Source: an optimization exercise on an open RTL-to-GDS flow (aim: small area and few clock cycles per item). Production flows keep margins and buffers that such runs may drop. Where RTL was checked, it was by simulation tests only, not by an equivalence proof against the original. For runs 1 to 3, only the layout was checked, not whether the RTL still works. Power is estimated from default activity; no workload was simulated.

**flow/flow/run.sh**
```bash
#!/bin/bash
# standard layout with two changes: port buffers are buf_1 cells and CTS inserts no dummy loads
set -e
cp standard.sh standard.sh.log
export BUFFER_PORTS_ARGS="-buffer_cell sky130_fd_sc_hd__buf_1"
export CTS_ARGS="-sink_clustering_enable -repair_clock_nets -dont_use_dummy_load"
bash standard.sh > flow_standard.log 2>&1
```
**flow/standard.sh**
```bash
#!/bin/bash
# synth_recipe.tcl (not shown) runs the flow's synth.tcl, then flattens the netlist and writes it again
# the make line also repeats each setting of config.mk as NAME=value (left out here)
make -C /OpenROAD-flow-scripts/flow DESIGN_CONFIG=/design/flow/config.mk WORK_HOME=/design/flow/orfs CLKGATE_MAP_FILE= SYNTH_SCRIPT=/design/flow/synth_recipe.tcl "${@:-finish}"
```
**flow/config.mk**
```make
export PLATFORM = sky130hd
export DESIGN_NAME = lidar_frame_decoder_top
export DESIGN_NICKNAME = lidar_frame_decoder_top
export VERILOG_FILES = /design/flow/design.v
export SDC_FILE = /design/flow/constraint.sdc
export NUM_CORES = 4
export LEC_CHECK = 0
export CAP_MARGIN = 20
export CORE_MARGIN = 2
export CORE_UTILIZATION = 40
export SLEW_MARGIN = 20
```
**flow/constraint.sdc**
```tcl
create_clock -name core_clock -period 8.0 [get_ports {clk}]
set_input_delay 1.6000 -clock core_clock [delete_from_list [all_inputs] [get_ports {clk}]]
set_output_delay 1.6000 -clock core_clock [all_outputs]
set_load 0.01 [all_outputs]
```
**flow/design.v**
```verilog
`timescale 1ns / 1ps
package lfd_pkg;
    localparam int SENSOR_COUNT = 3;
    localparam logic [1:0] OP_BYTE = 2'd0;
    localparam logic [1:0] OP_READ = 2'd1;
    localparam logic [1:0] OP_INFO = 2'd2;
    localparam logic [1:0] EV_NONE = 2'd0;
    localparam logic [1:0] EV_DATA = 2'd1;
    localparam logic [1:0] EV_RESP = 2'd2;
    localparam logic [1:0] EV_REJ  = 2'd3;
    localparam logic [7:0]  HDR_DATA   = 8'h59;
    localparam logic [7:0]  HDR_RESP   = 8'h5A;
    localparam logic [15:0] STR_SAT    = 16'hFFFF;
    localparam logic [31:0] BAUD_DEF   = 32'd115200;
    localparam logic [15:0] RATE_DEF   = 16'd100;
    localparam logic [15:0] THRESH_DEF = 16'd100;
    localparam logic [16:0] DIST_WEAK  = 17'h1FFFF;
    localparam logic [16:0] DIST_NONE  = 17'h1FFFE;
    localparam logic [2:0] K_REJ  = 3'd0;   
    localparam logic [2:0] K_DATA = 3'd1;   
    localparam logic [2:0] K_VER  = 3'd2;   
    localparam logic [2:0] K_RATE = 3'd3;   
    localparam logic [2:0] K_BAUD = 3'd4;   
    localparam logic [2:0] K_H5A  = 3'd5;   
    localparam logic [2:0] K_A05  = 3'd5;   
    localparam logic [2:0] K_C05  = 3'd5;   
    localparam logic [2:0] K_C10  = 3'd6;   
    localparam logic [2:0] K_CN   = 3'd7;   
    localparam logic [2:0] K_FMT  = 3'd5;   
    localparam logic [2:0] K_DFLT = 3'd6;   
    localparam logic [2:0] K_NOP  = 3'd7;   
endpackage
`timescale 1ns / 1ps
module lfd_classify (
    input  logic [3:0]  pos,
    input  logic [2:0]  kind,
    input  logic [7:0]  d,
    input  logic        ck,
    output logic [2:0]  kind_nxt,
    output logic        adj0,
    output logic        adj14,
    output logic [1:0]  ev,
    output logic        set_meas,
    output logic        set_ver,
    output logic        set_rate,
    output logic        set_baud,
    output logic        set_dflt,
    output logic        set_fmt
);
    logic [2:0] keep_ck;
    assign adj0 = pos == 4'd2 && kind == lfd_pkg::K_A05 && !d[0] && !d[5];
    assign adj14 = pos == 4'd2 && kind == lfd_pkg::K_A05 && d[5];
    always_comb
    begin
        keep_ck = ck ? kind : lfd_pkg::K_REJ;
        kind_nxt = lfd_pkg::K_REJ;
        case (pos)
            4'd0:
                if (d == lfd_pkg::HDR_DATA) kind_nxt = lfd_pkg::K_DATA;
                else if (d == lfd_pkg::HDR_RESP) kind_nxt = lfd_pkg::K_H5A;
            4'd1:
                case (kind)
                    lfd_pkg::K_DATA: kind_nxt = keep_ck;
                    lfd_pkg::K_H5A:
                        case (d)
                            8'h07: kind_nxt = lfd_pkg::K_VER;
                            8'h06: kind_nxt = lfd_pkg::K_RATE;
                            8'h08: kind_nxt = lfd_pkg::K_BAUD;
                            8'h05: kind_nxt = lfd_pkg::K_A05;
                            default: ;
                        endcase
                    default: ;
                endcase
            4'd2:
                case (kind)
                    lfd_pkg::K_DATA: kind_nxt = lfd_pkg::K_DATA;
                    lfd_pkg::K_VER:  if (d == 8'h01) kind_nxt = lfd_pkg::K_VER;
                    lfd_pkg::K_RATE: if (d == 8'h03) kind_nxt = lfd_pkg::K_RATE;
                    lfd_pkg::K_BAUD: if (d == 8'h06) kind_nxt = lfd_pkg::K_BAUD;
                    lfd_pkg::K_A05:
                        case (d)
                            8'h05: kind_nxt = lfd_pkg::K_C05;
                            8'h10: kind_nxt = lfd_pkg::K_C10;
                            8'h02, 8'h07, 8'h22: kind_nxt = lfd_pkg::K_CN;
                            default: ;
                        endcase
                    default: ;
                endcase
            4'd3:
                case (kind)
                    lfd_pkg::K_C05: if (d == 8'h01 || d == 8'h02 || d == 8'h03) kind_nxt = lfd_pkg::K_FMT;
                    lfd_pkg::K_C10:
                        if (d == 8'h00) kind_nxt = lfd_pkg::K_DFLT;
                        else if (d == 8'h01) kind_nxt = lfd_pkg::K_NOP;
                    lfd_pkg::K_CN: if (d == 8'h00 || d == 8'h01) kind_nxt = lfd_pkg::K_NOP;
                    default: kind_nxt = kind;
                endcase
            4'd4:
                if (kind == lfd_pkg::K_FMT || kind == lfd_pkg::K_DFLT || kind == lfd_pkg::K_NOP)
                    kind_nxt = keep_ck;
                else
                    kind_nxt = kind;
            4'd5: kind_nxt = kind == lfd_pkg::K_RATE ? keep_ck : kind;
            4'd6: kind_nxt = kind == lfd_pkg::K_VER ? keep_ck : kind;
            4'd7: kind_nxt = kind == lfd_pkg::K_BAUD ? keep_ck : kind;
            default: kind_nxt = kind;
        endcase
    end
    always_comb
    begin
        set_meas = kind == lfd_pkg::K_DATA && ck;
        set_ver  = kind == lfd_pkg::K_VER;
        set_rate = kind == lfd_pkg::K_RATE;
        set_baud = kind == lfd_pkg::K_BAUD;
        set_dflt = kind == lfd_pkg::K_DFLT;
        set_fmt  = kind == lfd_pkg::K_FMT || kind == lfd_pkg::K_DFLT;
        if (set_meas)
            ev = lfd_pkg::EV_DATA;
        else if (kind == lfd_pkg::K_REJ || kind == lfd_pkg::K_DATA)
            ev = lfd_pkg::EV_REJ;
        else
            ev = lfd_pkg::EV_RESP;
    end
endmodule
`timescale 1ns / 1ps
module lidar_frame_decoder_top (
    input  logic clk,
    input  logic rst_n,
    input  logic cfg_we,
    input  logic [15:0] cfg_wdata,
    input  logic        in_valid,
    output logic        in_ready,
    input  logic [1:0]  in_opcode,
    input  logic [1:0]  in_sensor,
    input  logic [7:0]  in_data,
    output logic        out_valid,
    input  logic        out_ready,
    output logic        out_error,
    output logic [1:0]  out_frame_event,
    output logic [16:0] out_distance,
    output logic [15:0] out_strength,
    output logic [15:0] out_temperature,
    output logic [23:0] out_version,
    output logic [15:0] out_frame_rate,
    output logic [31:0] out_baud_rate,
    output logic [1:0]  out_output_format,
    output logic [7:0]  out_response_count
);
    localparam int NS = lfd_pkg::SENSOR_COUNT;
    logic [15:0] thresh_reg;
    logic        req_valid;
    logic [1:0]  req_op, req_sens;
    logic [7:0]  req_data;
    logic [3:0]  pos_r   [NS];
    logic [2:0]  kind_r  [NS];
    logic [7:0]  sum_r   [NS];
    logic [47:0] fb_r    [NS];
    logic [15:0] rng_r   [NS];
    logic [15:0] str_r   [NS];
    logic [15:0] temp_r  [NS];
    logic        stale_r [NS];
    logic [23:0] ver_r   [NS];
    logic        ver_v   [NS];
    logic [15:0] rate_r  [NS];
    logic        rate_v  [NS];
    logic [31:0] baud_r  [NS];
    logic        baud_v  [NS];
    logic [1:0]  fmt_r   [NS];
    logic [7:0]  cnt_r   [NS];
    logic        cnt_v   [NS];
    logic fire, ok;
    logic [NS-1:0] sel, sel_info, sel_read;
    logic is_byte, is_read, is_info, last;
    logic [3:0]  pos;
    logic [2:0]  kind, kind_nxt;
    logic [7:0]  sum, cnt;
    logic [15:0] str;
    logic        stale, good, show;
    logic [1:0] ev;
    logic set_meas, set_ver, set_rate, set_baud, set_dflt, set_fmt;
    logic ck, adj0, adj14, resp;
    logic [7:0] addend;
    assign in_ready = !req_valid || out_ready;
    assign fire = req_valid && out_ready;
    assign out_valid = req_valid;
    always_ff @(posedge clk or negedge rst_n)
    begin
        if (!rst_n)
            thresh_reg <= lfd_pkg::THRESH_DEF;
        else if (cfg_we)
            thresh_reg <= cfg_wdata;
    end
    always_ff @(posedge clk or negedge rst_n)
    begin
        if (!rst_n)
            req_valid <= 1'b0;
        else if (in_ready)
            req_valid <= in_valid;
    end
    always_ff @(posedge clk)
    begin
        if (in_ready && in_valid)
            {req_op, req_sens, req_data} <= {in_opcode, in_sensor, in_data};
    end
    assign is_byte = req_op == lfd_pkg::OP_BYTE;
    assign is_read = req_op == lfd_pkg::OP_READ;
    assign is_info = req_op == lfd_pkg::OP_INFO;
    always_comb
    begin
        for (int s = 0; s < NS; s++)
        begin
            sel[s] = req_sens == 2'(s);
            sel_info[s] = sel[s] && is_info;
            sel_read[s] = sel[s] && is_read;
        end
        ok = |sel;
        pos = '0; kind = '0; sum = '0; cnt = '0; str = '0; stale = 1'b0;
        for (int s = 0; s < NS; s++)
        begin
            pos   = pos   | ({4{sel[s]}} & pos_r[s]);
            kind  = kind  | ({3{sel[s]}} & kind_r[s]);
            sum   = sum   | ({8{sel[s]}} & sum_r[s]);
            cnt   = cnt   | ({8{sel[s] && cnt_v[s]}} & cnt_r[s]);
            str   = str   | ({16{sel[s]}} & str_r[s]);
            stale = stale | (sel_read[s] && stale_r[s]);
        end
    end
    assign last = pos[3];
    assign ck = sum == req_data;
    lfd_classify u_classify (
        .pos(pos), .kind(kind), .d(req_data), .ck(ck), .kind_nxt(kind_nxt), .adj0(adj0), .adj14(adj14),
        .ev(ev), .set_meas(set_meas), .set_ver(set_ver), .set_rate(set_rate), .set_baud(set_baud),
        .set_dflt(set_dflt), .set_fmt(set_fmt)
    );
    assign resp = ev == lfd_pkg::EV_RESP;
    always_comb
    begin
        addend = pos == 4'd0 ? 8'd0 : sum;
        addend[0] = addend[0] && !adj0;
        addend[1] = addend[1] && !adj14;
        addend[4] = addend[4] && !adj14;
    end
    assign good = str >= thresh_reg && str != lfd_pkg::STR_SAT;
    assign show = is_read && ok && !stale && good;
    always_comb
    begin
        out_error = !ok;
        out_frame_event = (ok && is_byte && last) ? ev : lfd_pkg::EV_NONE;
        out_strength = {16{show}} & str;
        out_temperature = '0;
        out_distance = '0;
        out_version = '0;
        out_frame_rate = '0;
        out_baud_rate = '0;
        out_output_format = '0;
        for (int s = 0; s < NS; s++)
        begin
            out_temperature = out_temperature | ({16{sel[s] && show}} & temp_r[s]);
            out_distance[15:0] = out_distance[15:0] | ({16{sel[s] && show}} & rng_r[s]);
            out_version = out_version | ({24{sel_info[s] && ver_v[s]}} & ver_r[s]);
            out_frame_rate = out_frame_rate | ({16{sel_info[s] && rate_v[s]}} & rate_r[s])
                                            | ({16{sel_info[s] && !rate_v[s]}} & lfd_pkg::RATE_DEF);
            out_baud_rate = out_baud_rate | ({32{sel_info[s] && baud_v[s]}} & baud_r[s])
                                          | ({32{sel_info[s] && !baud_v[s]}} & lfd_pkg::BAUD_DEF);
            out_output_format = out_output_format | ({2{sel_info[s]}} & fmt_r[s]);
        end
        if (is_read && ok && !show)
            out_distance = {16'hFFFF, !stale};
        out_response_count = {8{is_info}} & cnt;
    end
    logic [NS-1:0] wr, wr_byte, wr_last;
    always_comb
    begin
        for (int s = 0; s < NS; s++)
        begin
            wr[s] = fire && sel[s];
            wr_byte[s] = wr[s] && is_byte;
            wr_last[s] = wr_byte[s] && last;
        end
    end
    genvar g;
    generate
        for (g = 0; g < NS; g++)
        begin : g_sens
            always_ff @(posedge clk or negedge rst_n)
            begin
                if (!rst_n)
                begin
                    pos_r[g] <= '0;
                    stale_r[g] <= 1'b1;
                    ver_v[g] <= 1'b0;
                    rate_v[g] <= 1'b0;
                    baud_v[g] <= 1'b0;
                    fmt_r[g] <= '0;
                    cnt_v[g] <= 1'b0;
                end
                else
                begin
                    if (wr_byte[g])
                        pos_r[g] <= last ? 4'd0 : pos + 4'd1;
                    if (wr[g] && is_read)
                        stale_r[g] <= 1'b1;
                    else if (wr_last[g] && set_meas)
                        stale_r[g] <= 1'b0;
                    if (wr_last[g] && set_ver)
                        ver_v[g] <= 1'b1;
                    if (wr_last[g] && set_rate)
                        rate_v[g] <= 1'b1;
                    else if (wr_last[g] && set_dflt)
                        rate_v[g] <= 1'b0;
                    if (wr_last[g] && set_baud)
                        baud_v[g] <= 1'b1;
                    else if (wr_last[g] && set_dflt)
                        baud_v[g] <= 1'b0;
                    if (wr_last[g] && set_fmt)
                        fmt_r[g] <= {fb_r[g][33] && !set_dflt, fb_r[g][32] || set_dflt};
                    if (wr[g] && is_info)
                        cnt_v[g] <= 1'b0;
                    else if (wr_last[g] && resp)
                        cnt_v[g] <= 1'b1;
                end
            end
            always_ff @(posedge clk)
            begin
                if (wr_byte[g])
                begin
                    fb_r[g] <= {fb_r[g][39:0], req_data};
                    kind_r[g] <= kind_nxt;
                    sum_r[g] <= addend + req_data;
                end
                if (wr_last[g] && set_meas)
                    {rng_r[g], str_r[g], temp_r[g]} <= {fb_r[g][39:32], fb_r[g][47:40],
                                                        fb_r[g][23:16], fb_r[g][31:24],
                                                        fb_r[g][7:0],   fb_r[g][15:8]};
                if (wr_last[g] && set_ver)
                    ver_r[g] <= {fb_r[g][23:16], fb_r[g][31:24], fb_r[g][39:32]};
                if (wr_last[g] && set_rate)
                    rate_r[g] <= {fb_r[g][31:24], fb_r[g][39:32]};
                if (wr_last[g] && set_baud)
                    baud_r[g] <= {fb_r[g][15:8], fb_r[g][23:16], fb_r[g][31:24], fb_r[g][39:32]};
                if (wr_last[g] && resp)
                    cnt_r[g] <= cnt + 8'd1;
            end
        end
    endgenerate
endmodule
```
==> flow_summary_export.csv, run 1 <==
group,metric,value,unit
route,drtIter0Drc,1560,
worst_setup_path,reg2reg_depth,16,
timing,slew_violations,0,
synth,synthArstFlopShare,8.03,%
power_and_ir_drop,p_per_area,230,nW/um2
placed_design,numPortBuffers,168,
worst_setup_path,reg2reg_setup_slack,2.62,ns
route,met1_length,26.2,mm
synth,synthCells,1573,
synth,synthesis.nets,1635,
timing,fin_tns_setup,0,ns
route,top_layer,"met5",
worst_setup_path,r2r-end,"sum_r[2][7]$_DFFE_PP_",
clock_network,cts.sinks,623,
floorplan,rows,90,
clock_network,cts_resized,0,
clock_network,cts_tree,"yes",
worst_setup_path,worst_ep_required_time,6.40,ns
timing,tightestPinTransition,0.969,ns
job,cap_violations,0,
cells_and_area,largest_reg_flops,144,
floorplan,floorplan.core_area,60200,um2
global_route,gr-usage-all-layers,20.1,%
cells_and_area,fin_util,45.5,%
route,drc,0,
route,post_drt_wl_per_cell,25.1,um
worst_setup_path,critical_path.cell_chain,"buf_4, nor2b_4, a21o_1, inv_1, ha_1, nand2b_1, a21o_1, a21oi_1, o21ai_0, a311oi_2, buf_4, nor3_2, buf_4, a21oi_1, buf_1",
worst_setup_path,critPathMaxFanout,33,
timing,period_minus_slack,6.48,ns
clock_network,htree_levels,2,
clock_network,cts_root_buf,"clkbuf_16",
timing,rsz0062_at_grt,"no",
synth,synth-seq-cells,623,
placed_design,hpwl,40.0,mm
cells_and_area,final_nets,1819,
worst_setup_path,cp_slowest_stage_delay,0.72,ns
route,wl_met2,31.3,mm
floorplan,die_w,251,um
placed_design,dpl-instance-area,25900,um2
worst_setup_path,arrival,4.88,ns
route,dr_wl_met3,4.38,mm
clock_network,cts_setup_buffers,0,
route,postRouteAntennaNets,0,
cells_and_area,drive_gt1_share,7.86,%
global_route,overflow,0,
cells_and_area,top_register,"fb_r",
route,firstDrtPassIters,6,
worst_hold_path,hold_start,"fb_r[2][0]$_DFFE_PP_",
worst_hold_path,hold_depth,0,
floorplan,fp.dieH,251,um
global_route,grt_pass1_wl,92.9,mm
synth,synth_edf_count,573,
floorplan,dieArea,62800,um2
cells_and_area,finalInstanceArea,27400,um2
placed_design,dp.cells,2476,
timing,whs,0.388,ns
global_route,grt_max_degree,63,
route,vias,14300,
timing,max_freq,0.154,GHz
worst_hold_path,hold_path.class,"reg -> reg",
cells_and_area,reg_top3,"fb_r (144), baud_r (96), ver_r (72)",
worst_setup_path,rr_startpoint,"req_sens[1]$_DFFE_PP_",
power_and_ir_drop,leakagePower,9.62,nW
route,avgViaCountPerCell,5.64,
timing,hold_violations,0,
clock_network,clkTransAtPathRegs,0.06,ns
status,status,"complete, no violations",
floorplan,floorplan.initialDensity,40.4,%
global_route,antenna_found_initial,2,
placed_design,gp_congestion,0.835,
synth,syn_area_per_cell,15.5,um2
synth,synth_ff_type,"edfxtp_1",
worst_setup_path,start_kind,"register",
clock_network,clkLatencyLatePin,0.66,ns
floorplan,ioPinCount,169,
clock_network,cts_buffers,61,
timing,relSlewSlack,35.4,%
worst_setup_path,cpMostUsedCell,"buf_4",
worst_hold_path,hold_end,"temp_r[2][8]$_DFFE_PP_",
cells_and_area,final_cell_count_no_fill,2537,
cells_and_area,diodes,0,
route,wirelength,63.8,mm
synth,yosysWarnings,19,
synth,yosysUniqueCellTypes,67,
worst_setup_path,worst_setup_path_end_kind,"output port",
timing,setup_viol,0,
synth,ys_seq_area_share,75.9,%
cells_and_area,area_delta_synth_final,12.8,%
global_route,grt_pass1_vias,14200,
clock_network,clockBufferDepth,3,
worst_setup_path,critPathSlowestCell,"nor3_2",
power_and_ir_drop,vdd.ir_drop.worst,0.189,mV
clock_network,holdBufCountCts,0,
timing,period_share,81.1,%
synth,synth_area,24300,um2
worst_setup_path,path_class,"reg -> out",
timing,finClkSkew,0.100,ns
==> cell usage after synthesis, drive strengths merged, types with 5 or more instances <==
| library cell | number | area share, % |
|---|---|---|
| nand4b | 6 | 0.22 |
| o211ai | 5 | 0.15 |
| nor3b | 7 | 0.26 |
| o221ai | 5 | 0.18 |
| buf | 24 | 0.64 |
| dfstp | 6 | 0.65 |
| mux2i | 62 | 2.6 |
| and2 | 19 | 0.49 |
| nor4 | 22 | 0.63 |
| xnor2 | 13 | 0.47 |
| edfxtp | 573 | 71 |
| nor2b | 18 | 0.46 |
| ha | 28 | 1.4 |
| nand2b | 20 | 0.51 |
| nand4 | 15 | 0.39 |
| a21oi | 93 | 1.9 |
| inv | 95 | 1.5 |
| nor3 | 12 | 0.25 |
| a222oi | 72 | 3.0 |
| mux2 | 7 | 0.32 |
| and3 | 9 | 0.23 |
| clkbuf | 59 | 0.91 |
| a21o | 8 | 0.25 |
| nor2 | 103 | 1.6 |
| dfrtp | 44 | 4.5 |
| o22ai | 10 | 0.26 |
| nand2 | 91 | 1.4 |
| nand3 | 13 | 0.27 |
| o21ai | 68 | 1.4 |
==> where the power goes <==
group          internal, mW  switching (mW)  total [mW]
Sequential             3.57          0.0281        3.60
Combinational         0.105           0.200       0.305
Clock                  1.32            1.09        2.41
==> routing by layer <==
layer / GRT usage (%) / vias up
li1: - / 6394
met1: 26.9 / 7242
met2: 33.4 / 555
met3: 2.88 / 106
met4: 7.27 / 2
met5: 0 / -
==> worst max-delay path by stage <==
| stage | from | end | slack [ns] | cells past startpoint |
|---|---|---|---|---|
| global placement | req_sens[1]$_DFFE_PP_ | out_distance[8] | 2.17 | 15 |
| finish | req_sens[1]$_DFFE_PP_ | out_distance[2] | 1.52 | 15 |
| CTS | req_sens[1]$_DFFE_PP_ | out_distance[2] | 1.43 | 15 |
| detailed placement | req_sens[1]$_DFFE_PP_ | out_distance[2] | 2.13 | 15 |
| global route | req_sens[1]$_DFFE_PP_ | out_distance[8] | 1.21 | 15 |
| floorplan | out_ready | rng_r[1][0]$_DFFE_PP_ | 1.94 | 4 |
==> placed cells by master (no fill, tap or decap), drive strengths merged, types with 22 or more instances in the layout <==
cell type and n:
a21oi 93, buf 202, nor2 103, mux2i 62, nor4 22, inv 95, ha 28, o21ai 68
edfxtp 573, a222oi 72, nand2 91, clkbuf 63, dfrtp 44
==> worst max-delay path: cells and delay by family (launching register included) <==
family / cells / cell delay [ns]
simple gates: 3 / 1.53
buf+inv: 5 / 1.12
compound gates: 6 / 0.94
flops: 1 / 0.38
fa+ha+maj: 1 / 0.26
==> logic make-up (layout without fill, tap and decap cells) <==
logic type                 after synthesis  in the layout  synth area share, %
DFF                                    623            623                 75.9
and+or+nand+nor                        349            349                 7.18
AOI/OAI and AO/OA                      310            310                 8.88
buffers and inverters                  178            360                 3.02
muxes                                   69             69                 2.91
adders and majority gates               29             29                 1.52
xor gates and xnor gates                15             15                0.540
==> layout make-up <==
cell class | count | area, um2
Sequential cell | 623 | 18500
Clock buffer | 61 | 1530
Timing Repair Buffer | 204 | 907
Inverter | 95 | 357
Fill cell | 5228 | 32800
Tap cell | 782 | 978
Multi-Input combinational cell | 772 | 5190
==> through the flow <==
step	power, mW	worst slack [ns]
after floorplan	3.86	1.94
after global placement	3.96	2.17
after detailed placement	3.97	2.13
after CTS	6.36	1.43
after global routing	6.52	1.21
final	6.31	1.52
==> inputs of run 2 (changes only) <==
==> flow/flow/run.sh (replaced) <==
#!/bin/bash
# standard layout with two changes: port buffers are buf_1 cells and CTS inserts no dummy loads
set -e
cp standard.sh standard.sh.log
export BUFFER_PORTS_ARGS="-buffer_cell sky130_fd_sc_hd__buf_1"
export CTS_ARGS="-sink_clustering_enable -repair_clock_nets -dont_use_dummy_load -buf_list sky130_fd_sc_hd__clkbuf_8 -sink_clustering_size 18 -sink_clustering_max_diameter 50"
bash standard.sh > flow_standard.log 2>&1
==> run 2 against run 1 <==
  * Maximum frequency is 1.5% lower
  * Largest power group unchanged
  * Core utilization is 1.3 points lower
  * Non-clock buffer count did not move
  * Sequential power about the same
  * Via count decreased by 0.65%
  * Critical path depth unchanged
  * Combinational power about the same
  * Largest cell class unchanged
  * Still clean on timing, DRC and antenna
  * Sequential cell count unchanged
  * Final area shrank 2.8%
==> flow_summary_export.csv, run 2 <==
group,metric,value,unit
status,status,"complete, no violations",
timing,relSlewSlack,36.8,%
worst_setup_path,worst_ep_required_time,6.40,ns
synth,synthCells,1573,
clock_network,htree_levels,2,
power_and_ir_drop,vdd.ir_drop.worst,0.125,mV
floorplan,floorplan.initialDensity,40.4,%
synth,ys_top_cells_by_count,"573 x edfxtp_1, 103 x nor2_1, 95 x inv_1, 93 x a21oi_1, 91 x nand2_1",
floorplan,floorplan.core_area,60200,um2
route,avgViaCountPerCell,5.61,
worst_setup_path,reg2reg_depth,16,
cells_and_area,drive_gt1_share,7.55,%
clock_network,clkLatencyLatePin,0.71,ns
synth,yosysMostFrequentCell,"edfxtp_1",
cells_and_area,final_common_cell,"edfxtp_1",
timing,max_freq,0.152,GHz
cells_and_area,final_nets,1813,
clock_network,cts_buffers,55,
cells_and_area,register_area,18500,um2
cells_and_area,area_delta_synth_final,9.62,%
timing,hold_violations,0,
worst_setup_path,rr_startpoint,"req_sens[1]$_DFFE_PP_",
placed_design,dp.cells,2476,
worst_setup_path,critPathMaxFanout,33,
power_and_ir_drop,p_per_area,205,nW/um2
worst_setup_path,path_class,"reg -> out",
synth,ys_top_cells_by_area,"edfxtp_1 71%, dfrtp_1 4.5%, a222oi_1 3.0%, mux2i_1 2.5%, a21oi_1 1.9%",
route,post_drt_wl_per_cell,25.0,um
worst_setup_path,crit_start,"req_sens[1]$_DFFE_PP_",
clock_network,cts_root_buf,"clkbuf_8",
timing,period_minus_slack,6.58,ns
floorplan,die_w,251,um
floorplan,dieArea,62800,um2
worst_hold_path,hold_path.class,"reg -> reg",
timing,setup_viol,0,
route,drc,0,
cells_and_area,multi_input_area,5190,um2
placed_design,hpwl,40.0,mm
synth,synthArstFlopShare,8.03,%
synth,yosysUniqueCellTypes,67,
global_route,antenna_found_initial,3,
floorplan,rows,90,
worst_setup_path,worst_setup_path_end_kind,"output port",
worst_setup_path,arrival,4.98,ns
timing,fin_tns_setup,0,ns
route,firstDrtPassIters,7,
global_route,gr-usage-all-layers,19.9,%
cells_and_area,fill_cells,5301,
clock_network,cts_tree,"yes",
synth,synth_edf_count,573,
worst_hold_path,hold_depth,0,
route,wirelength,63.2,mm
worst_setup_path,reg2reg_setup_slack,2.65,ns
route,vias,14200,
synth,synth_area,24300,um2
power_and_ir_drop,leakagePower,9.26,nW
placed_design,numPortBuffers,168,
synth,ys_seq_area_share,75.9,%
cells_and_area,top_register,"fb_r",
clock_network,cts_resized,0,
job,cap_violations,0,
cells_and_area,final_cell_mix,"573 x edfxtp_1, 166 x buf_1, 94 x nor2_1",
worst_setup_path,endpoint,"out_distance[2]",
placed_design,dp_slack,2.13,ns
global_route,grt_max_degree,63,
timing,finClkSkew,0.127,ns
clock_network,cts_setup_buffers,0,
floorplan,ioPinCount,169,
placed_design,gp_congestion,0.835,
synth,yosysWarnings,19,
cells_and_area,reg_top3,"fb_r (144), baud_r (96), ver_r (72)",
clock_network,holdBufCountCts,0,
route,drtIter0Drc,1616,
timing,period_share,82.3,%
timing,tightestPinTransition,0.948,ns
timing,slew_violations,0,
timing,setup_ws,1.42,ns
clock_network,clockBufferDepth,3,
power_and_ir_drop,power,5.46,mW
cells_and_area,final_cell_count_no_fill,2532,
synth,synth-seq-cells,623,
synth,synth_top_area_share,70.8,%
timing,rsz0062_at_grt,"no",
global_route,overflow,0,
synth,synth_ff_type,"edfxtp_1",
worst_setup_path,r2r-end,"sum_r[2][7]$_DFFE_PP_",
synth,syn_area_per_cell,15.5,um2
global_route,grt_pass1_vias,14100,
clock_network,clkTransAtPathRegs,0.11,ns
worst_setup_path,start_kind,"register",
route,postRouteAntennaNets,0,
global_route,grt_pass1_wl,92.0,mm
clock_network,cts.sinks,623,
cells_and_area,largest_reg_flops,144,
synth,synth_top_area_cell,"edfxtp_1",
floorplan,fp.dieH,251,um
synth,synthesis.nets,1635,
## run 2: worst min-delay path by stage
stage / startpoint / slack, ns / end
2_1_floorplan: fb_r[0][40]$_DFFE_PP_ / 0.40 / rng_r[0][0]$_DFFE_PP_
3_3_place_gp: fb_r[1][41]$_DFFE_PP_ / 0.40 / rng_r[1][1]$_DFFE_PP_
3_5_place_dp: fb_r[0][41]$_DFFE_PP_ / 0.40 / rng_r[0][1]$_DFFE_PP_
4_1_cts: fb_r[2][0]$_DFFE_PP_ / 0.42 / temp_r[2][8]$_DFFE_PP_
5_1_grt: fb_r[0][41]$_DFFE_PP_ / 0.43 / rng_r[0][1]$_DFFE_PP_
6_report: fb_r[2][0]$_DFFE_PP_ / 0.41 / temp_r[2][8]$_DFFE_PP_
## run 2: layer usage
metal | vias to the layer above | track usage (%) | wire [um]
met5 | - | 0 | 13
met4 | 2 | 5.92 | 1660
met3 | 90 | 3.13 | 4400
met2 | 574 | 33.4 | 31000
met1 | 7175 | 26.8 | 26100
li1 | 6365 | - | -
## run 2: kinds of logic after synthesis
kind of cell | Yosys count | share of synthesized area [%]
and+or+nand+nor | 349 | 7.18
buffers and inverters | 178 | 3.02
muxes | 69 | 2.91
adders and majority gates | 29 | 1.52
AOI/OAI and AO/OA | 310 | 8.88
xor gates and xnor gates | 15 | 0.540
DFF | 623 | 75.9
## run 2: final cells by class
cell class	count	share of cell area, %
antenna	1	0.00939
clock buffer	55	2.84
inverter	95	1.34
multi-input combinational	772	19.5
sequential	623	69.3
tap	782	3.67
timing repair buffer	204	3.40
## run 2: power by group
group	leakage [nW]	switching (mW)	total [mW]	internal [mW]
logic	3.12	0.199	0.305	0.105
registers	5.75	0.0281	3.59	3.56
clock network	0.395	0.960	1.57	0.610
## run 2: metrics by stage
step                util (%)  instance area (um2)  hold WS [ns]
floorplan                  -                24300         0.400
global placement        43.0                25900         0.402
detailed placement      43.0                25900         0.405
CTS                     44.2                26600         0.424
global route            44.2                26700         0.428
finish                  44.2                26700         0.410
## run 2: worst max-delay path: stages (launching register included)
cell and delay [ns]:
edfxtp_1 0.40, buf_4 0.26, nor2b_4 0.71, a21o_1 0.24, inv_1 0.06, ha_1 0.26, nand2b_1 0.10, a21o_1 0.11
a21oi_1 0.06, o21ai_0 0.26, a311oi_2 0.15, buf_4 0.24, nor3_2 0.73, buf_4 0.40, a21oi_1 0.12, buf_1 0.17
==> inputs of run 3 (changes only) <==
==> flow/flow/run.sh (replaced) <==
#!/bin/bash
# standard layout with two changes: port buffers are buf_1 cells and CTS inserts no dummy loads
set -e
cp standard.sh standard.sh.log
export BUFFER_PORTS_ARGS="-buffer_cell sky130_fd_sc_hd__buf_1"
export CTS_ARGS="-sink_clustering_enable -repair_clock_nets -dont_use_dummy_load -buf_list sky130_fd_sc_hd__clkbuf_16 -sink_clustering_size 36 -sink_clustering_max_diameter 80"
bash standard.sh > flow_standard.log 2>&1
==> run 3 against run 2 <==
  * Routed wire length decreased by 0.57%
  * Clock skew is 0.064 ns lower
  * Largest power group unchanged
  * Area after synthesis unchanged
  * Worst setup slack better by 0.12 ns
  * Still clean
  * Clock power shrank 4%
==> flow_summary_export.csv, run 3 <==
group,metric,value,unit
synth,yosysWarnings,19,
synth,synth_top_area_cell,"edfxtp_1",
cells_and_area,register_area,18500,um2
worst_setup_path,cpMostUsedCell,"buf_4",
synth,synth_edf_count,573,
worst_setup_path,endpoint,"out_distance[2]",
worst_setup_path,crit_cells,15,
synth,syn_area_per_cell,15.5,um2
timing,hold_violations,0,
floorplan,floorplan.initialDensity,40.4,%
clock_network,cts_tree,"yes",
timing,slew_violations,0,
route,post_drt_wl_per_cell,25.1,um
synth,synth_ff_type,"edfxtp_1",
worst_setup_path,critPathMaxFanout,33,
clock_network,holdBufCountCts,0,
placed_design,dp.cells,2476,
clock_network,clkLatencyLatePin,0.62,ns
power_and_ir_drop,p_int,4.25,mW
timing,tightestPinTransition,0.985,ns
power_and_ir_drop,p_per_area,203,nW/um2
synth,ys_top_cells_by_count,"573 x edfxtp_1, 103 x nor2_1, 95 x inv_1, 93 x a21oi_1, 91 x nand2_1",
job,cap_violations,0,
power_and_ir_drop,combPwrFrac,5.7,%
timing,period_share,80.7,%
worst_hold_path,hold_path.class,"reg -> reg",
worst_setup_path,reg2reg_depth,16,
power_and_ir_drop,vdd.ir_drop.worst,0.121,mV
route,postRouteAntennaNets,0,
cells_and_area,reg_top3,"fb_r (144), baud_r (96), ver_r (72)",
synth,synthArstFlopShare,8.03,%
cells_and_area,largest_reg_flops,144,
clock_network,cts_root_buf,"clkbuf_16",
floorplan,ioPinCount,169,
route,wirelength,62.9,mm
worst_setup_path,reg2reg_setup_slack,2.62,ns
worst_setup_path,crit_buf_inv,5,
worst_setup_path,rr_startpoint,"req_sens[1]$_DFFE_PP_",
floorplan,dieArea,62800,um2
clock_network,cts_setup_buffers,0,
placed_design,gp_congestion,0.835,
floorplan,floorplan.core_area,60200,um2
worst_setup_path,path_class,"reg -> out",
route,drtIter0Drc,1548,
cells_and_area,final_nets,1785,
global_route,antenna_found_initial,1,
route,firstDrtPassIters,6,
timing,fin_tns_setup,0,ns
clock_network,cts.sinks,623,
timing,finClkSkew,0.0627,ns
power_and_ir_drop,p_sw,1.14,mW
route,vias,14100,
timing,setup_ws,1.54,ns
worst_setup_path,critPathSlowestCell,"nor2b_4",
power_and_ir_drop,seqPwrFrac,66.6,%
global_route,grt_pass1_wl,91.4,mm
power_and_ir_drop,leakagePower,9.20,nW
floorplan,fp.dieH,251,um
timing,relSlewSlack,34.3,%
synth,yosysUniqueCellTypes,67,
cells_and_area,area_delta_synth_final,9.27,%
cells_and_area,final_cell_count_no_fill,2503,
floorplan,die_w,251,um
cells_and_area,fill_cells,5304,
synth,synth_area,24300,um2
clock_network,cts_buffers,26,
power_and_ir_drop,switching_share,21.1,%
clock_network,clkTransAtPathRegs,0.12,ns
cells_and_area,final_cell_mix,"573 x edfxtp_1, 166 x buf_1, 94 x nor2_1",
cells_and_area,top_register,"fb_r",
global_route,grt_pass1_vias,13700,
synth,synth_top_area_share,70.8,%
cells_and_area,multi_input_area,5190,um2
route,avgViaCountPerCell,5.63,
synth,ys_top_cells_by_area,"edfxtp_1 71%, dfrtp_1 4.5%, a222oi_1 3.0%, mux2i_1 2.5%, a21oi_1 1.9%",
placed_design,numPortBuffers,168,
route,drc,0,
cells_and_area,drive_gt1_share,6.04,%
timing,max_freq,0.155,GHz
synth,synth-seq-cells,623,
cells_and_area,diodes,0,
worst_setup_path,r2r-end,"sum_r[1][7]$_DFFE_PP_",
cells_and_area,final_common_cell,"edfxtp_1",
timing,setup_viol,0,
worst_setup_path,critical_path.cell_chain,"buf_4, nor2b_4, a21o_1, inv_1, ha_1, nand2b_1, a21o_1, a21oi_1, o21ai_0, a311oi_2, buf_4, nor3_2, buf_4, a21oi_1, buf_1",
worst_setup_path,worst_ep_required_time,6.40,ns
worst_setup_path,arrival,4.86,ns
placed_design,dp_slack,2.13,ns
power_and_ir_drop,clock_power_share,27.8,%
timing,rsz0062_at_grt,"no",
worst_setup_path,cp_slowest_stage_delay,0.72,ns
floorplan,rows,90,
timing,period_minus_slack,6.46,ns
worst_setup_path,start_kind,"register",
worst_setup_path,worst_setup_path_end_kind,"output port",
placed_design,hpwl,40.0,mm
global_route,overflow,0,
synth,yosysMostFrequentCell,"edfxtp_1",
synth,synthesis.nets,1635,
cells_and_area,fin_util,44.1,%
global_route,gr-usage-all-layers,19.6,%
power_and_ir_drop,power,5.39,mW
global_route,grt_max_degree,63,
synth,ys_seq_area_share,75.9,%
status,status,"complete, no violations",
worst_setup_path,crit_family,"simple AND/OR/NAND/NOR gates",
synth,synthCells,1573,
worst_setup_path,crit_start,"req_sens[1]$_DFFE_PP_",
clock_network,cts_resized,0,
clock_network,clockBufferDepth,3,
clock_network,htree_levels,1,
-- run 3: cell types whose count changed in the layout (fill, tap and decap cells not counted) --
| cell | delta |
|---|---|
| buf_4 | +1 |
| clkbuf_8 | -55 |
| buf_6 | -1 |
| buf_16 | +1 |
| diode_2 | -1 |
| clkbuf_16 | +26 |
-- run 3: per-stage QoR --
| stage | area, um2 | hold WS (ns) |
|---|---|---|
| after floorplan | 24300 | 0.400 |
| after global placement | 25900 | 0.402 |
| after detailed placement | 25900 | 0.405 |
| after CTS | 26500 | 0.389 |
| after global routing | 26600 | 0.388 |
| final | 26600 | 0.391 |
-- run 3: worst min path at each step --
stage,from,to,slack [ns],depth (start not counted)
after floorplan,fb_r[0][40]$_DFFE_PP_,rng_r[0][0]$_DFFE_PP_,0.40,0
after global placement,fb_r[1][41]$_DFFE_PP_,rng_r[1][1]$_DFFE_PP_,0.40,0
after detailed placement,fb_r[0][41]$_DFFE_PP_,rng_r[0][1]$_DFFE_PP_,0.40,0
after CTS,fb_r[2][41]$_DFFE_PP_,rng_r[2][1]$_DFFE_PP_,0.39,0
after global routing,fb_r[0][41]$_DFFE_PP_,rng_r[0][1]$_DFFE_PP_,0.39,0
final,fb_r[0][41]$_DFFE_PP_,rng_r[0][1]$_DFFE_PP_,0.39,0
-- run 3: layout make-up --
class                   count  share of cell area (%)
inverters                  95                    1.34
well taps                 782                    3.68
flip-flops and latches    623                    69.5
repair buffers            205                    3.50
clock buffers              26                    2.45
multi-input cells         772                    19.5
-- run 3: routing by layer --
metal / vias to the layer above / global-route usage (%) / wire length (um)
met2: 540 / 33.8 / 31500
met1: 7203 / 27.1 / 26500
li1: 6306 / - / -
met3: 52 / 1.83 / 3960
met5: - / 0 / 0
met4: 0 / 3.95 / 955
-- run 3: logic make-up after synthesis --
family / Yosys count / share of synthesized area, %
compound gates: 310 / 8.88
buf+inv: 178 / 3.02
fa+ha+maj: 29 / 1.52
mux: 69 / 2.91
simple gates: 349 / 7.18
flops: 623 / 75.9
xor+xnor: 15 / 0.540
-- run 3: power by group through the flow --
stage,Sequential (mW),Clock [mW],Combinational (mW)
after detailed placement,3.66,0,0.306
after CTS,3.59,1.52,0.307
after global routing,3.59,1.63,0.338
after global placement,3.66,0,0.300
final,3.59,1.50,0.306
after floorplan,3.65,0,0.212
==> inputs of run 4 (changes only) <==
--- a/flow/design.v
+++ b/flow/design.v
@@ -151,3 +151,4 @@
     logic        req_valid;
-    logic [1:0]  req_op, req_sens;
+    logic [NS-1:0] req_sel;      
+    logic        req_byte, req_read, req_info;
     logic [7:0]  req_data;
@@ -202,7 +203,14 @@
         if (in_ready && in_valid)
-            {req_op, req_sens, req_data} <= {in_opcode, in_sensor, in_data};
+        begin
+            for (int s = 0; s < NS; s++)
+                req_sel[s] <= in_sensor == 2'(s);
+            req_byte <= in_opcode == lfd_pkg::OP_BYTE;
+            req_read <= in_opcode == lfd_pkg::OP_READ;
+            req_info <= in_opcode == lfd_pkg::OP_INFO;
+            req_data <= in_data;
+        end
     end
-    assign is_byte = req_op == lfd_pkg::OP_BYTE;
-    assign is_read = req_op == lfd_pkg::OP_READ;
-    assign is_info = req_op == lfd_pkg::OP_INFO;
+    assign is_byte = req_byte;
+    assign is_read = req_read;
+    assign is_info = req_info;
     always_comb
@@ -211,3 +219,3 @@
         begin
-            sel[s] = req_sens == 2'(s);
+            sel[s] = req_sel[s];
             sel_info[s] = sel[s] && is_info;
==> flow/flow/run.sh (replaced) <==
#!/bin/bash
# standard layout with two changes: port buffers are buf_1 cells and CTS inserts no dummy loads
set -e
cp standard.sh standard.sh.log
export BUFFER_PORTS_ARGS="-buffer_cell sky130_fd_sc_hd__buf_1"
export CTS_ARGS="-sink_clustering_enable -repair_clock_nets -dont_use_dummy_load"
bash standard.sh > flow_standard.log 2>&1
==> run 4 against run 3 <==
  * Register-to-register slack better by 0.30 ns
  * Final area hardly changed
  * Routed wire length is 0.48% higher
  * Worst hold slack better by 0.024 ns
  * Combinational power is 71% higher
  * First-iteration DRC count is 20% higher
  * Non-clock buffer count is 3 higher
  * Count of clock-buffer cells in the layout is 35 higher
  * Highest routed layer unchanged
  * Die area is 3.4% lower
  * Largest cell class unchanged
  * Critical path depth is 3 lower
  * Sequential power is 3% higher
  * Cell count is 4.3% lower
==> flow_summary_export.csv, run 4 <==
group,metric,value,unit
timing,rsz0062_at_grt,"no",
placed_design,hpwl,39.2,mm
clock_network,clockBufferDepth,3,
clock_network,htree_levels,2,
global_route,grt_max_degree,60,
timing,finClkSkew,0.0864,ns
worst_setup_path,cpMostUsedCell,"buf_4",
cells_and_area,top_register,"fb_r",
worst_setup_path,worst_setup_path_end_kind,"output port",
power_and_ir_drop,p_per_area,249,nW/um2
synth,ys_top_cells_by_area,"edfxtp_1 74%, a222oi_1 5.1%, dfrtp_1 4.7%, nand2_1 1.7%, inv_1 1.6%",
worst_setup_path,start_kind,"register",
worst_setup_path,worst_ep_required_time,6.40,ns
cells_and_area,area_delta_synth_final,13.3,%
floorplan,ioPinCount,169,
cells_and_area,reg_top3,"fb_r (144), baud_r (96), ver_r (72)",
worst_setup_path,critPathMaxFanout,36,
route,vias,13800,
timing,period_minus_slack,6.60,ns
floorplan,fp.dieH,246,um
cells_and_area,final_common_cell,"edfxtp_1",
power_and_ir_drop,seqPwrFrac,56.0,%
synth,yosysUniqueCellTypes,61,
cells_and_area,fin_util,46.0,%
floorplan,floorplan.initialDensity,40.6,%
route,postRouteAntennaNets,0,
timing,tightestPinTransition,1.16,ns
worst_setup_path,crit_buf_inv,4,
floorplan,rows,88,
power_and_ir_drop,p_int,5.15,mW
floorplan,floorplan.core_area,57800,um2
power_and_ir_drop,p_sw,1.46,mW
worst_setup_path,crit_family,"compound AO/OA/AOI/OAI gates",
synth,yosysWarnings,19,
clock_network,cts_resized,0,
synth,synth_area,23500,um2
worst_setup_path,cp_slowest_stage_delay,0.89,ns
route,firstDrtPassIters,9,
global_route,overflow,0,
power_and_ir_drop,switching_share,22.1,%
global_route,grt_pass1_wl,92.2,mm
cells_and_area,final_cell_mix,"575 x edfxtp_1, 166 x buf_1, 120 x a222oi_1",
worst_setup_path,path_class,"reg -> out",
power_and_ir_drop,vdd.ir_drop.worst,0.194,mV
clock_network,clkLatencyLatePin,0.65,ns
synth,synthArstFlopShare,8.00,%
worst_hold_path,hold_depth,0,
timing,hold_violations,0,
placed_design,numPortBuffers,168,
synth,synth_top_area_share,73.6,%
timing,slew_violations,0,
worst_setup_path,arrival,5.00,ns
route,avgViaCountPerCell,5.74,
worst_setup_path,reg2reg_depth,16,
clock_network,holdBufCountCts,0,
power_and_ir_drop,power,6.61,mW
clock_network,cts_buffers,61,
power_and_ir_drop,leakagePower,9.29,nW
worst_setup_path,critical_path.cell_chain,"buf_4, a222oi_1, inv_1, ha_1, and3_1, a2111oi_0, o21ai_0, a21oi_1, or3b_1, buf_4, nor2_1, buf_1",
route,post_drt_wl_per_cell,26.4,um
worst_hold_path,hold_path.class,"reg -> reg",
synth,synth_top_area_cell,"edfxtp_1",
floorplan,dieArea,60600,um2
worst_setup_path,crit_cells,12,
cells_and_area,diodes,0,
timing,setup_viol,0,
route,wirelength,63.2,mm
cells_and_area,drive_gt1_share,8.15,%
synth,synthCells,1442,
cells_and_area,largest_reg_flops,144,
synth,ys_top_cells_by_count,"575 x edfxtp_1, 120 x a222oi_1, 107 x nand2_1, 99 x inv_1, 80 x nor2_1",
synth,synthesis.nets,1504,
synth,synth-seq-cells,625,
clock_network,cts_tree,"yes",
synth,synth_edf_count,575,
timing,relSlewSlack,22.8,%
job,cap_violations,0,
clock_network,cts.sinks,625,
status,status,"complete, no violations",
synth,synth_ff_type,"edfxtp_1",
route,drtIter0Drc,1851,
floorplan,die_w,246,um
global_route,grt_pass1_vias,13600,
timing,max_freq,0.152,GHz
route,drc,0,
clock_network,clkTransAtPathRegs,0.07,ns
power_and_ir_drop,clock_power_share,36.1,%
global_route,antenna_found_initial,0,
cells_and_area,final_nets,1695,
timing,period_share,82.5,%
synth,ys_seq_area_share,78.9,%
clock_network,cts_setup_buffers,0,
timing,fin_tns_setup,0,ns
synth,yosysMostFrequentCell,"edfxtp_1",
placed_design,gp_congestion,0.852,
synth,syn_area_per_cell,16.3,um2
power_and_ir_drop,combPwrFrac,7.9,%
worst_setup_path,critPathSlowestCell,"a222oi_1",
clock_network,cts_root_buf,"clkbuf_16",
global_route,gr-usage-all-layers,21.0,%
## run 4: changes by cell type after synthesis, sizes merged, moves of 16 or more
cell | before | now
a21oi | 93 | 44
a222oi | 72 | 120
a22oi | 0 | 24
mux2i | 62 | 0
nand2 | 91 | 108
nand2b | 20 | 4
nor2 | 103 | 80
## run 4: power by group through the flow
stage | Sequential (mW) | Clock, mW | Combinational (mW)
6_report | 3.70 | 2.38 | 0.524
3_3_place_gp | 3.76 | 0 | 0.509
4_1_cts | 3.70 | 2.43 | 0.527
3_5_place_dp | 3.77 | 0 | 0.525
2_1_floorplan | 3.74 | 0 | 0.360
5_1_grt | 3.71 | 2.56 | 0.584
## run 4: stage by stage
stage	cell area, um2	hold slack (ns)	setup WS [ns]	cells
after global placement	25100	0.401	2.15	2333
after detailed placement	25100	0.405	1.99	2335
after CTS	26600	0.416	1.31	2396
after global routing	26600	0.421	1.08	2396
final	26600	0.415	1.40	2396
after floorplan	23500	0.400	2.58	1442
## run 4: per-layer routing
metal  routed length (um)  global-route usage, %  vias to the layer above
met2                30100                   34.0                      652
met1                26100                   29.1                     7032
li1                     -                      -                     5979
met4                 1940                   6.76                        0
met3                 4980                   3.18                      102
met5                    0                      0                        -
## run 4: path summary, 6_finish.rpt
kind | to | from | slack (ns)
max | out_strength[15] | req_sel[1]$_DFFE_PP_ | 1.40
min | rng_r[1][7]$_DFFE_PP_ | fb_r[1][47]$_DFFE_PP_ | 0.42
max reg2reg | sum_r[2][7]$_DFFE_PP_ | req_sel[1]$_DFFE_PP_ | 2.92
min reg2reg | rng_r[1][7]$_DFFE_PP_ | fb_r[1][47]$_DFFE_PP_ | 0.42
max in group asynchronous | fmt_r[1][0]$_DFFE_PN0P_ | rst_n | 6.41
min in group asynchronous | req_valid$_DFFE_PN0N_ | rst_n | 1.11
## run 4: cell type report
cell class,count,area [um2]
clock buffers,61,1530
fillers,5015,31200
inverters,99,372
multi-input cells,638,4280
flip-flops and latches,625,18500
well taps,765,957
repair buffers,208,928
## run 4: worst reg2reg max path, stage by stage, from the launching register on
cell and delay [ns]:
edfxtp_1 0.76, buf_4 0.57, buf_4 0.48, a222oi_1 0.16
buf_4 0.26, nor3b_1 0.61, a31oi_1 0.17, nor2b_1 0.19
or2_2 0.16, inv_1 0.04, ha_1 0.27, a21o_1 0.17
a21oi_1 0.24, o21bai_1 0.09, a21oi_1 0.28, o21ai_0 0.16
xnor2_1 0.16
## run 4: cell families (layout without fill, tap and decap cells)
logic type      Yosys count  count (layout)  synth area share (%)
simple gates            295             295                  6.02
flops                   625             625                  78.9
buf+inv                 179             368                  3.07
compound gates          290             290                  9.49
mux                       1               1                0.0480
fa+ha+maj                29              29                  1.58
xor+xnor                 23              23                 0.858
Testbench counts of run 4, summed over its fixed seeds: cycles 19,240, items 19,232.
==> inputs of run 5 (changes only) <==
==> flow/flow/run.sh (replaced) <==
#!/bin/bash
# standard layout with these changes: port buffers are buf_1 cells, and CTS uses clkbuf_8
# clusters of at most 18 sinks and inserts no dummy loads
set -e
cp standard.sh standard.sh.log
export BUFFER_PORTS_ARGS="-buffer_cell sky130_fd_sc_hd__buf_1"
export CTS_ARGS="-sink_clustering_enable -repair_clock_nets -dont_use_dummy_load -buf_list sky130_fd_sc_hd__clkbuf_8 -sink_clustering_size 18 -sink_clustering_max_diameter 50"
bash standard.sh > flow_standard.log 2>&1
--- a/flow/config.mk
+++ b/flow/config.mk
@@ -9,3 +9,3 @@
 export CORE_MARGIN = 2
-export CORE_UTILIZATION = 40
+export CORE_UTILIZATION = 60
 export SLEW_MARGIN = 20
==> run 5 against run 4 <==
  * Final area down 4.5%
  * Cell count down 11%
  * Critical path depth down 1
  * Synthesized cell count unchanged
  * Combinational power down 2%
  * Worst setup slack worse by 0.10 ns
  * Non-clock buffer count down 6
  * Routed wire length down 4.1%
  * Sequential power about the same
  * Critical path type unchanged
  * Critical endpoint is now out_strength[7]
  * Highest routed layer is now met5
==> flow_summary_export.csv, run 5 <==
group,metric,value,unit
synth,synth_edf_count,575,
power_and_ir_drop,vdd.ir_drop.worst,0.179,mV
route,vias,13700,
synth,ys_top_cells_by_area,"edfxtp_1 74%, a222oi_1 5.1%, dfrtp_1 4.7%, nand2_1 1.7%, inv_1 1.6%",
timing,setup_viol,0,
timing,slew_violations,0,
clock_network,cts.sinks,625,
clock_network,cts_setup_buffers,0,
worst_setup_path,worst_ep_required_time,6.40,ns
worst_setup_path,cp_slowest_stage_delay,0.77,ns
floorplan,floorplan.initialDensity,60.7,%
placed_design,dp_slack,2.03,ns
clock_network,cts_tree,"yes",
floorplan,rows,72,
synth,yosysMostFrequentCell,"edfxtp_1",
timing,hold_violations,0,
cells_and_area,drive_gt1_share,7.13,%
clock_network,htree_levels,2,
synth,syn_area_per_cell,16.3,um2
route,avgViaCountPerCell,6.42,
timing,period_share,83.8,%
synth,synth-seq-cells,625,
synth,yosysWarnings,19,
cells_and_area,final_common_cell,"edfxtp_1",
timing,fin_tns_setup,0,ns
cells_and_area,area_delta_synth_final,8.17,%
cells_and_area,top_register,"fb_r",
floorplan,ioPinCount,169,
synth,synthArstFlopShare,8.00,%
clock_network,clkLatencyLatePin,0.68,ns
synth,synth_top_area_share,73.6,%
global_route,antenna_found_initial,1,
worst_setup_path,arrival,5.10,ns
job,cap_violations,0,
floorplan,fp.dieH,202,um
placed_design,gp_congestion,0.860,
route,postRouteAntennaNets,0,
worst_setup_path,crit_buf_inv,3,
synth,synthCells,1442,
clock_network,cts_root_buf,"clkbuf_8",
clock_network,clkTransAtPathRegs,0.10,ns
worst_setup_path,path_class,"reg -> out",
worst_setup_path,crit_family,"compound AO/OA/AOI/OAI gates",
worst_setup_path,critPathSlowestCell,"edfxtp_1",
route,drc,0,
clock_network,cts_buffers,49,
cells_and_area,diodes,0,
placed_design,hpwl,36.9,mm
worst_setup_path,worst_setup_path_end_kind,"output port",
synth,ys_top_cells_by_count,"575 x edfxtp_1, 120 x a222oi_1, 107 x nand2_1, 99 x inv_1, 80 x nor2_1",
status,status,"complete, no violations",
route,wirelength,60.6,mm
timing,finClkSkew,0.0832,ns
floorplan,die_w,202,um
synth,synth_area,23500,um2
cells_and_area,fill_cells,2758,
floorplan,floorplan.core_area,38600,um2
cells_and_area,reg_top3,"fb_r (144), baud_r (96), ver_r (72)",
clock_network,holdBufCountCts,0,
synth,synth_ff_type,"edfxtp_1",
global_route,overflow,0,
timing,tightestPinTransition,1.10,ns
timing,relSlewSlack,26.9,%
timing,max_freq,0.149,GHz
floorplan,dieArea,40700,um2
synth,synthesis.nets,1504,
route,firstDrtPassIters,7,
worst_setup_path,critical_path.cell_chain,"buf_4, a222oi_1, inv_1, ha_1, and3_1, a2111oi_0, o21ai_0, a21oi_1, or3b_2, nor2_1, buf_1",
route,post_drt_wl_per_cell,28.4,um
clock_network,cts_resized,0,
timing,setup_ws,1.30,ns
worst_setup_path,start_kind,"register",
power_and_ir_drop,leakagePower,8.85,nW
global_route,gr-usage-all-layers,30.2,%
worst_hold_path,hold_path.class,"reg -> reg",
synth,yosysUniqueCellTypes,61,
synth,synth_top_area_cell,"edfxtp_1",
cells_and_area,final_cell_mix,"575 x edfxtp_1, 167 x buf_1, 120 x a222oi_1",
cells_and_area,largest_reg_flops,144,
global_route,grt_pass1_wl,89.0,mm
cells_and_area,final_nets,1677,
route,drtIter0Drc,1867,
global_route,grt_pass1_vias,13700,
worst_setup_path,critPathMaxFanout,32,
power_and_ir_drop,p_per_area,224,nW/um2
timing,rsz0062_at_grt,"no",
timing,period_minus_slack,6.70,ns
placed_design,numPortBuffers,168,
global_route,grt_max_degree,60,
clock_network,clockBufferDepth,3,
synth,ys_seq_area_share,78.9,%
## run 5: cell counts after synthesis
Identical to the previous run, type by type.
## run 5: layout make-up
type	instances	area [um2]	area share, %
inverter	99	372	1.46
timing repair buffer	202	887	3.49
multi-input combinational	638	4280	16.9
clock buffer	49	674	2.66
tap	518	648	2.55
sequential	625	18500	73.0
## run 5: path summary, 6_finish.rpt
| check | from | end | slack [ns] | cells after the start |
|---|---|---|---|---|
| worst max-delay path | req_sel[2]$_DFFE_PP_ | out_strength[7] | 1.30 | 11 |
| worst min-delay path | fb_r[2][40]$_DFFE_PP_ | rng_r[2][0]$_DFFE_PP_ | 0.40 | 0 |
| worst max register to register | req_sel[1]$_DFFE_PP_ | sum_r[1][7]$_DFFE_PP_ | 2.78 | 16 |
| worst min register to register | fb_r[2][40]$_DFFE_PP_ | rng_r[2][0]$_DFFE_PP_ | 0.40 | 0 |
| max in group asynchronous | rst_n | thresh_reg[9]$_DFFE_PN0P_ | 6.42 | 2 |
| min in group asynchronous | rst_n | ver_v[0]$_DFFE_PN0P_ | 1.09 | 2 |
## run 5: logic make-up (layout without fill, tap and decap cells)
kind of cell / Yosys count / after routing / synth area share, %
flip-flops: 625 / 625 / 78.9
XOR/XNOR: 23 / 23 / 0.858
AND/OR/NAND/NOR: 295 / 295 / 6.02
AO/OA/AOI/OAI: 290 / 290 / 9.49
multiplexers: 1 / 1 / 0.0480
adder cells (fa/ha/maj): 29 / 29 / 1.58
buffers and inverters: 179 / 350 / 3.07
## run 5: layer usage
layer	wire [um]	track usage [%]	share of wire, %	vias to the layer above
met3	5110	5.01	8.4	106
met2	29300	49.1	48	721
met5	13	0	0.021	-
li1	-	-	-	5934
met1	24100	41.9	40	6910
met4	2010	11.1	3.3	2
## run 5: report_power, final
part	leakage (nW)	switching, mW	internal, mW
registers	5.77	0.0532	3.65
logic	2.73	0.340	0.174
clock network	0.352	0.932	0.548
total	8.85	1.33	4.37
## run 5: metrics by stage
stage	utilization, %	power (mW)	cell area, um2	hold slack [ns]	instances
2_1_floorplan	-	4.10	23500	0.400	1442
3_3_place_gp	63.9	4.26	24700	0.401	2082
3_5_place_dp	63.9	4.28	24700	0.405	2082
4_1_cts	65.7	5.72	25400	0.403	2131
5_1_grt	65.7	5.89	25400	0.417	2131
6_report	65.7	5.69	25400	0.403	2131
==> inputs of run 6 (changes only) <==
--- a/flow/config.mk
+++ b/flow/config.mk
@@ -9,3 +9,3 @@
 export CORE_MARGIN = 2
-export CORE_UTILIZATION = 60
+export CORE_UTILIZATION = 40
 export SLEW_MARGIN = 20
==> run 6 against run 5 <==
  * Critical path depth is 1 higher
  * Sequential cell count stayed put
  * Sequential share of layout area is 1.2 points lower
  * Clock skew is 0.027 ns higher
  * Worst setup slack better by 0.026 ns
  * Area after synthesis stayed put
  * Maximum frequency is 0.39% higher
  * Final area is 1.6% higher
  * Global-route usage is 9.3 points lower
==> flow_summary_export.csv, run 6 <==
group,metric,value,unit
synth,ys_top_cells_by_area,"edfxtp_1 74%, a222oi_1 5.1%, dfrtp_1 4.7%, nand2_1 1.7%, inv_1 1.6%",
global_route,grt_max_degree,60,
worst_setup_path,start_kind,"register",
status,status,"complete, no violations",
synth,yosysUniqueCellTypes,61,
route,vias,13600,
cells_and_area,reg_top3,"fb_r (144), baud_r (96), ver_r (72)",
worst_setup_path,critPathMaxFanout,36,
cells_and_area,fill_cells,5091,
placed_design,gp_congestion,0.852,
worst_setup_path,worst_ep_required_time,6.40,ns
cells_and_area,top_register,"fb_r",
placed_design,dp.cells,2335,
synth,syn_area_per_cell,16.3,um2
route,wirelength,63.0,mm
timing,fin_tns_setup,0,ns
clock_network,holdBufCountCts,0,
worst_setup_path,arrival,5.08,ns
timing,period_minus_slack,6.68,ns
worst_setup_path,crit_family,"compound AO/OA/AOI/OAI gates",
floorplan,fp.dieH,246,um
clock_network,cts_buffers,53,
global_route,gr-usage-all-layers,20.9,%
route,firstDrtPassIters,9,
cells_and_area,final_cell_count_no_fill,2389,
cells_and_area,multi_input_area,4280,um2
timing,finClkSkew,0.110,ns
power_and_ir_drop,vdd.ir_drop.worst,0.144,mV
floorplan,dieArea,60600,um2
worst_setup_path,cp_slowest_stage_delay,0.85,ns
cells_and_area,final_common_cell,"edfxtp_1",
synth,synth_area,23500,um2
cells_and_area,drive_gt1_share,7.70,%
worst_setup_path,critical_path.cell_chain,"buf_4, a222oi_1, inv_1, ha_1, and3_1, a2111oi_0, o21ai_0, a21oi_1, or3b_1, buf_4, nor2_1, buf_1",
timing,setup_viol,0,
worst_setup_path,worst_setup_path_end_kind,"output port",
global_route,antenna_found_initial,2,
floorplan,floorplan.core_area,57800,um2
route,post_drt_wl_per_cell,26.4,um
synth,synth_top_area_share,73.6,%
synth,synthesis.nets,1504,
synth,ys_top_cells_by_count,"575 x edfxtp_1, 120 x a222oi_1, 107 x nand2_1, 99 x inv_1, 80 x nor2_1",
clock_network,htree_levels,2,
clock_network,clkTransAtPathRegs,0.11,ns
cells_and_area,fin_util,44.6,%
worst_setup_path,cpMostUsedCell,"buf_4",
power_and_ir_drop,p_per_area,223,nW/um2
route,avgViaCountPerCell,5.69,
worst_hold_path,hold_path.class,"reg -> reg",
placed_design,hpwl,39.2,mm
worst_setup_path,path_class,"reg -> out",
clock_network,cts_tree,"yes",
timing,period_share,83.5,%
floorplan,floorplan.initialDensity,40.6,%
synth,yosysWarnings,19,
cells_and_area,largest_reg_flops,144,
synth,synth_top_area_cell,"edfxtp_1",
cells_and_area,register_area,18500,um2
route,postRouteAntennaNets,0,
clock_network,cts_setup_buffers,0,
job,cap_violations,0,
cells_and_area,area_delta_synth_final,9.91,%
global_route,grt_pass1_wl,91.7,mm
timing,hold_violations,0,
route,drc,0,
clock_network,clockBufferDepth,3,
timing,slew_violations,0,
power_and_ir_drop,leakagePower,8.92,nW
clock_network,cts_root_buf,"clkbuf_8",
route,drtIter0Drc,1965,
timing,tightestPinTransition,1.14,ns
global_route,grt_pass1_vias,13500,
synth,synthCells,1442,
floorplan,die_w,246,um
cells_and_area,final_cell_mix,"575 x edfxtp_1, 166 x buf_1, 120 x a222oi_1",
synth,synth_edf_count,575,
global_route,overflow,0,
clock_network,clkLatencyLatePin,0.72,ns
synth,synthArstFlopShare,8.00,%
cells_and_area,final_nets,1687,
timing,setup_ws,1.32,ns
floorplan,rows,88,
worst_setup_path,crit_buf_inv,4,
synth,synth-seq-cells,625,
clock_network,cts.sinks,625,
placed_design,numPortBuffers,168,
placed_design,dp_slack,1.99,ns
timing,rsz0062_at_grt,"no",
worst_setup_path,critPathSlowestCell,"a222oi_1",
floorplan,ioPinCount,169,
clock_network,cts_resized,0,
synth,ys_seq_area_share,78.9,%
synth,synth_ff_type,"edfxtp_1",
timing,max_freq,0.150,GHz
synth,yosysMostFrequentCell,"edfxtp_1",
timing,relSlewSlack,23.9,%
-- run 6: changes by cell type in the layout (fill, tap and decap cells not counted) --
cell | previous run | this run
buf_4 | 34 | 38
clkbuf_8 | 49 | 53
buf_2 | 0 | 2
buf_1 | 167 | 166
clkbuf_2 | 1 | 2
diode_2 | 0 | 1
or3b_1 | 0 | 1
or3b_2 | 1 | 0
-- run 6: kinds of logic after synthesis --
group,Yosys count,share of synthesized area (%)
fa+ha+maj,29,1.58
buf+inv,179,3.07
flops,625,78.9
compound gates,290,9.49
simple gates,295,6.02
mux,1,0.0480
xor+xnor,23,0.858
-- run 6: path summary, 6_finish.rpt --
kind,start,endpoint,slack [ns],cells after the start
worst min-delay path,fb_r[0][42]$_DFFE_PP_,rng_r[0][2]$_DFFE_PP_,0.41,0
max in group asynchronous,rst_n,cnt_v[0]$_DFFE_PN0P_,6.42,2
min in group asynchronous,rst_n,pos_r[2][2]$_DFFE_PN0P_,1.06,2
worst min register to register,fb_r[0][42]$_DFFE_PP_,rng_r[0][2]$_DFFE_PP_,0.41,0
worst max-delay path,req_sel[1]$_DFFE_PP_,out_strength[15],1.32,12
worst max register to register,req_sel[1]$_DFFE_PP_,sum_r[2][7]$_DFFE_PP_,2.90,16
-- run 6: through the flow --
| step | instance area, um2 | hold WS (ns) | power (mW) |
|---|---|---|---|
| global route | 25800 | 0.418 | 5.99 |
| floorplan | 23500 | 0.400 | 4.10 |
| global placement | 25100 | 0.401 | 4.27 |
| CTS | 25800 | 0.410 | 5.81 |
| finish | 25800 | 0.410 | 5.76 |
| detailed placement | 25100 | 0.405 | 4.29 |
-- run 6: cell type report --
| cell class | instances | area share, % |
|---|---|---|
| Sequential cell | 625 | 71.8 |
| Multi-Input combinational cell | 638 | 16.6 |
| Tap cell | 765 | 3.71 |
| Timing Repair Buffer | 208 | 3.60 |
| Clock buffer | 53 | 2.83 |
| Inverter | 99 | 1.44 |
| Antenna cell | 1 | 0.00970 |
-- run 6: power breakdown --
| group | internal (mW) | switching, mW |
|---|---|---|
| Sequential | 3.65 | 0.0476 |
| Combinational | 0.175 | 0.348 |
| Clock | 0.589 | 0.958 |
-- run 6: per-layer routing --
layer	vias to the layer above	share of wire, %	track usage [%]
met4	0	3.2	7.45
met3	90	7.7	2.73
met2	648	48	33.7
met1	6894	41	29.1
met5	-	0	0
li1	5951	-	-

## port drivers added, routing unchanged
The results above use ideal ports. As a check the final layouts listed here were re-extracted and re-timed, cells and wires unchanged.
Step 1, drivers: a clkbuf_16 drives clk and a buf_2 each remaining input, both assumed.
Step 2 also shifts input and output timing later by t, the mid clock arrival at the registers, as if the neighbouring blocks saw the same clock.
Three values: ideal ports, drivers, drivers and shift; two values: the first two.
run	t (ns)	setup WS [ns]	worst slew at a driven data input, ns	cell pins on the clock port's net
run 1	0.668	1.515 / 1.454 / 2.122	0.06	1
run 2	0.699	1.419 / 1.364 / 2.063	0.06	1
run 3	0.643	1.541 / 1.480 / 2.122	0.06	1
run 4	0.664	1.402 / 1.342 / 2.007	0.04	1
run 5	0.689	1.297 / 1.245 / 1.934	0.04	1
run 6	0.698	1.323 / 1.268 / 1.966	0.04	1
After both steps setup and hold are still met in every run listed.
